Context: an optimization exercise on an open-source flow, tuned for small area. The choices shown serve that exercise and are no tape-out recipe.
The RTL was checked by simulation tests, not by an equivalence proof against the original design.
No activity file was given, so power comes from the tool's default toggle rates.

==> flow/design.v <==
module regfile_mp #(
  parameter  int XLEN = 32,
  parameter  int NREG = 32,
  parameter  int NRP  = 2,
  parameter  int NWP  = 2,
  localparam int AW   = $clog2(NREG)
) (
  input  logic                clk,
  input  logic                rst_n,
  input  logic [NWP-1:0]      we,
  input  logic [NWP*AW-1:0]   wa,
  input  logic [NWP*XLEN-1:0] wd,
  input  logic [NRP*AW-1:0]   ra,
  output logic [NRP*XLEN-1:0] rd,
  output logic                ready
);
  logic [AW-1:0]   r_cnt;
  logic            r_ready;
  logic [XLEN-1:0] r_mem_n [1:NREG-1];
  always_ff @(posedge clk) begin
    if (!rst_n)               r_cnt <= AW'(1);
    else if (r_cnt != '0)     r_cnt <= r_cnt + AW'(1);
  end
  always_ff @(posedge clk) begin
    if (!rst_n)                          r_ready <= 1'b0;
    else if (r_cnt == AW'(NREG - 1))     r_ready <= 1'b1;
  end
  assign ready = r_ready;
  logic [NREG-1:1] w_s0, w_s1, w_hn;
  regfile_mp_wdec #(.NREG(NREG), .AW(AW)) u_wdec (
    .rdy(r_ready), .we(we), .wa(wa),
    .s0(w_s0), .s1(w_s1), .hn(w_hn)
  );
  for (genvar r = 1; r < NREG; r++) begin : g_reg
    logic [XLEN-1:0] w_nxt;
    for (genvar b = 0; b < XLEN; b++) begin : g_bit
      regfile_mp_wbit u_wbit (
        .s0(w_s0[r]), .d0(wd[b]),
        .s1(w_s1[r]), .d1(wd[XLEN + b]),
        .hn(w_hn[r]), .q(r_mem_n[r][b]),
        .n(w_nxt[b])
      );
    end
    always_ff @(posedge clk) r_mem_n[r] <= w_nxt;
  end
  for (genvar g = 0; g < NRP; g++) begin : g_rd
    logic [AW-1:0]   w_ra;
    logic [NREG-1:1] w_rsel;
    logic            w_any;
    assign w_ra  = ra[g*AW +: AW];
    assign w_any = r_ready && (w_ra != '0);
    regfile_mp_rdec #(.NREG(NREG), .AW(AW)) u_rdec (.ra(w_ra), .sel(w_rsel));
    for (genvar b = 0; b < XLEN; b++) begin : g_bit
      logic [NREG-1:1] w_col;
      for (genvar r = 1; r < NREG; r++) begin : g_col
        assign w_col[r] = r_mem_n[r][b];
      end
      regfile_mp_rbit #(.N(NREG - 1)) u_rbit (
        .any(w_any), .sel(w_rsel), .dn(w_col), .y(rd[g*XLEN + b])
      );
    end
  end
endmodule
module regfile_mp_wdec #(
  parameter int NREG = 32,
  parameter int AW   = 5
) (
  input  logic            rdy,
  input  logic [1:0]      we,
  input  logic [2*AW-1:0] wa,
  output logic [NREG-1:1] s0,
  output logic [NREG-1:1] s1,
  output logic [NREG-1:1] hn
);
  logic       w_we0;
  logic [3:0] w_lo0, w_lo1;
  logic [7:0] w_hi0, w_hi1;
  assign w_we0 = we[0] && !(we[1] && (wa[0 +: AW] == wa[AW +: AW]));
  always_comb begin
    for (int i = 0; i < 4; i++) begin
      w_lo0[i] = (wa[1:0] == 2'(i));
      w_lo1[i] = (wa[AW+1:AW] == 2'(i));
    end
    for (int i = 0; i < 8; i++) begin
      w_hi0[i] = rdy && w_we0 && (wa[4:2] == 3'(i));
      w_hi1[i] = rdy && we[1] && (wa[AW+4:AW+2] == 3'(i));
    end
  end
  for (genvar r = 1; r < NREG; r++) begin : g_r
    logic w_s0_n, w_s1_n, w_h;
    regfile_mp_wctl u_ctl (
      .rdy_n(!rdy),
      .lo0(w_lo0[r % 4]), .hi0(w_hi0[r / 4]),
      .lo1(w_lo1[r % 4]), .hi1(w_hi1[r / 4]),
      .s0_n(w_s0_n), .s1_n(w_s1_n), .h(w_h)
    );
    regfile_mp_inv u_s0 (.a(w_s0_n), .y(s0[r]));
    regfile_mp_inv u_s1 (.a(w_s1_n), .y(s1[r]));
    regfile_mp_inv u_hn (.a(w_h),    .y(hn[r]));
  end
endmodule
module regfile_mp_wctl (
  input  logic rdy_n,
  input  logic lo0, hi0,
  input  logic lo1, hi1,
  output logic s0_n, s1_n, h
);
  assign s0_n = ~(lo0 & hi0);
  assign s1_n = ~(lo1 & hi1);
  assign h    = ~((lo0 & hi0) | (lo1 & hi1) | rdy_n);
endmodule
module regfile_mp_rdec #(
  parameter int NREG = 32,
  parameter int AW   = 5
) (
  input  logic [AW-1:0]   ra,
  output logic [NREG-1:1] sel
);
  logic [NREG-1:1] w_sel_n;
  always_comb
    for (int r = 1; r < NREG; r++)
      w_sel_n[r] = !(ra == AW'(r));
  for (genvar r = 1; r < NREG; r++) begin : g_drv
    regfile_mp_inv u_sel (.a(w_sel_n[r]), .y(sel[r]));
  end
endmodule
module regfile_mp_inv (
  input  logic a,
  output logic y
);
  assign y = ~a;
endmodule
module regfile_mp_wbit (
  input  logic s0, d0,
  input  logic s1, d1,
  input  logic hn, q,
  output logic n
);
  logic keep_n;
  regfile_mp_nor2 u_keep (.a(q), .b(hn), .y(keep_n));
  regfile_mp_aoi221 u_aoi (.a1(s0), .a2(d0), .b1(s1), .b2(d1), .c(keep_n), .y(n));
endmodule
module regfile_mp_nor2 (
  input  logic a, b,
  output logic y
);
  assign y = ~(a | b);
endmodule
module regfile_mp_aoi221 (
  input  logic a1, a2, b1, b2, c,
  output logic y
);
  assign y = ~((a1 & a2) | (b1 & b2) | c);
endmodule
module regfile_mp_rbit #(
  parameter int N = 31
) (
  input  logic         any,
  input  logic [N-1:0] sel,
  input  logic [N-1:0] dn,
  output logic         y
);
  localparam int NG3 = N / 3;
  localparam int NR  = N % 3;
  localparam int NG  = NG3 + (NR != 0);
  logic [NG:0] w_v;
  for (genvar i = 0; i < NG3; i++) begin : g_grp
    regfile_mp_aoi3 u_aoi (.sel(sel[3*i +: 3]), .d(dn[3*i +: 3]), .yn(w_v[i]));
  end
  if (NR == 2) begin : g_rem2
    regfile_mp_aoi2 u_aoi (.sel(sel[3*NG3 +: 2]), .d(dn[3*NG3 +: 2]), .yn(w_v[NG3]));
  end else if (NR == 1) begin : g_rem1
    regfile_mp_aoi1 u_aoi (.sel(sel[3*NG3]), .d(dn[3*NG3]), .yn(w_v[NG3]));
  end
  assign w_v[NG] = any;
  regfile_mp_and #(.N(NG + 1)) u_and (.a(w_v), .y(y));
endmodule
module regfile_mp_aoi3 (
  input  logic [2:0] sel,
  input  logic [2:0] d,
  output logic       yn
);
  assign yn = ~|(sel & d);
endmodule
module regfile_mp_aoi2 (
  input  logic [1:0] sel,
  input  logic [1:0] d,
  output logic       yn
);
  assign yn = ~|(sel & d);
endmodule
module regfile_mp_aoi1 (
  input  logic sel,
  input  logic d,
  output logic yn
);
  assign yn = ~(sel & d);
endmodule
module regfile_mp_and #(
  parameter int N = 12
) (
  input  logic [N-1:0] a,
  output logic         y
);
  assign y = &a;
endmodule
==> flow/config.mk <==
export PLATFORM = sky130hd
export DESIGN_NAME = regfile_mp
export DESIGN_NICKNAME = regfile_mp
export VERILOG_FILES = /design/flow/design.v
export SDC_FILE = /design/flow/constraint.sdc
export NUM_CORES = 4
export LEC_CHECK = 0
export CAP_MARGIN = 20
export CELL_PAD_IN_SITES_DETAIL_PLACEMENT = 1
export CELL_PAD_IN_SITES_GLOBAL_PLACEMENT = 1
export CORE_MARGIN = 2
export CORE_UTILIZATION = 40
export SLEW_MARGIN = 20
export SYNTH_HIERARCHICAL = 1
==> flow/constraint.sdc <==
create_clock -name core_clock -period 6.0 [get_ports {clk}]
set_input_delay 1.2000 -clock core_clock [delete_from_list [all_inputs] [get_ports {clk}]]
set_output_delay 1.2000 -clock core_clock [all_outputs]
set_load 0.01 [all_outputs]
standard.sh (not shown) runs the stock make flow with config.mk's settings and CLKGATE_MAP_FILE= SYNTH_SCRIPT=/design/flow/synth_recipe.tcl, a recipe that flattens the netlist after the stock synthesis.
==> flow/flow/run.sh <==
#!/bin/bash
# Own layout flow: the standard ORFS flow (standard.sh, unchanged synthesis)
# with three layout choices added through ORFS's own variables and hooks:
#  - after floorplan, every combinational cell is swapped to the smallest-area
#    variant of its family (flow/downsize.tcl); the later repair steps upsize
#    where slew, capacitance or timing need it;
#  - ports are buffered with buf_1 instead of the default buffer cell;
#  - clock tree: clkbuf_16 only, larger sink clusters, no dummy loads.
# Each tool's full output stays in orfs/logs/; make's output goes to
# flow_make.log in the work folder.
set -euo pipefail
W=$(pwd)
CTS="-sink_clustering_enable -repair_clock_nets -dont_use_dummy_load"
CTS="$CTS -buf_list {sky130_fd_sc_hd__clkbuf_16}"
CTS="$CTS -sink_clustering_size 25 -sink_clustering_max_diameter 150"
bash standard.sh \
  "POST_FLOORPLAN_TCL=$W/flow/downsize.tcl" \
  "BUFFER_PORTS_ARGS=-buffer_cell sky130_fd_sc_hd__buf_1" \
  "CTS_ARGS=$CTS" \
  finish > "$W/flow_make.log" 2>&1
==> flow/flow/downsize.tcl <==
# Swap every combinational cell to the smallest-area variant of its family
# (largest drive among equal areas). Timing repair later upsizes where needed.
set db [ord::get_db]
set block [[$db getChip] getBlock]
set dont_use {}
if { [info exists ::env(DONT_USE_CELLS)] } { set dont_use $::env(DONT_USE_CELLS) }
array set best {}
foreach lib [$db getLibs] {
  foreach m [$lib getMasters] {
    set n [$m getName]
    if { ![regexp {^(sky130_fd_sc_hd__[a-z0-9]+)_([0-9]+)$} $n -> fam sz] } { continue }
    if { [lsearch -exact $dont_use $n] >= 0 } { continue }
    set a [expr { [$m getWidth] * [$m getHeight] }]
    if { ![info exists best($fam)] } {
      set best($fam) [list $m $a $sz]
    } else {
      lassign $best($fam) bm ba bs
      if { $a < $ba || ($a == $ba && $sz > $bs) } { set best($fam) [list $m $a $sz] }
    }
  }
}
set skip {^sky130_fd_sc_hd__(df|edf|sdf|sedf|dl|conb|tap|fill|decap|diode|clk|lpflow|probe|ha|fa|fah|mux4)}
set n 0
foreach inst [$block getInsts] {
  set m [$inst getMaster]
  set name [$m getName]
  if { [regexp $skip $name] } { continue }
  if { ![regexp {^(sky130_fd_sc_hd__[a-z0-9]+)_([0-9]+)$} $name -> fam sz] } { continue }
  if { ![info exists best($fam)] } { continue }
  set bm [lindex $best($fam) 0]
  if { [$bm getName] ne $name } {
    if { [$inst swapMaster $bm] } { incr n }
  }
}
puts "downsize: swapped $n instances"
Next try:
--- a/flow/flow/run.sh
+++ b/flow/flow/run.sh
@@ -15 +15 @@
-CTS="$CTS -sink_clustering_size 25 -sink_clustering_max_diameter 150"
+CTS="$CTS -sink_clustering_size 22 -sink_clustering_max_diameter 120"
=>
- The new run ran to the end with no violations
- die area is unchanged
- sequential share of layout area falls by 0.13 points
- final area grows by about 0.3%
- non-clock buffer count stays the same
- critical path depth goes up by 1
- core utilization went up by 0.12 points
- power came out higher by about 1.6%

## what the ideal ports hide
The results above use ideal ports. As a check the final layouts listed here were re-extracted and re-timed, cells and wires unchanged. Step 1, drivers: a clkbuf_16 drives clk and a buf_2 each remaining input, both assumed. Step 2, shift: input delay + t, output delay - t, t = (earliest + latest rising clock arrival at the registers) / 2. This alone moves slack from input paths to output paths. Slacks: ideal / step 1 / step 2; pairs: ideal / step 1.
run | t (ns) | setup slack, ns | worst setup path after step 2
the first run | 0.780 | 0.481 / 0.379 / 0.379 | input to output
the second run | 0.782 | 0.474 / 0.381 / 0.381 | input to output
After both steps every run listed still meets setup and hold. For the first run, which loses most, drivers alone change the setup slack by -0.102 ns; drivers and shift together by -0.102 ns.
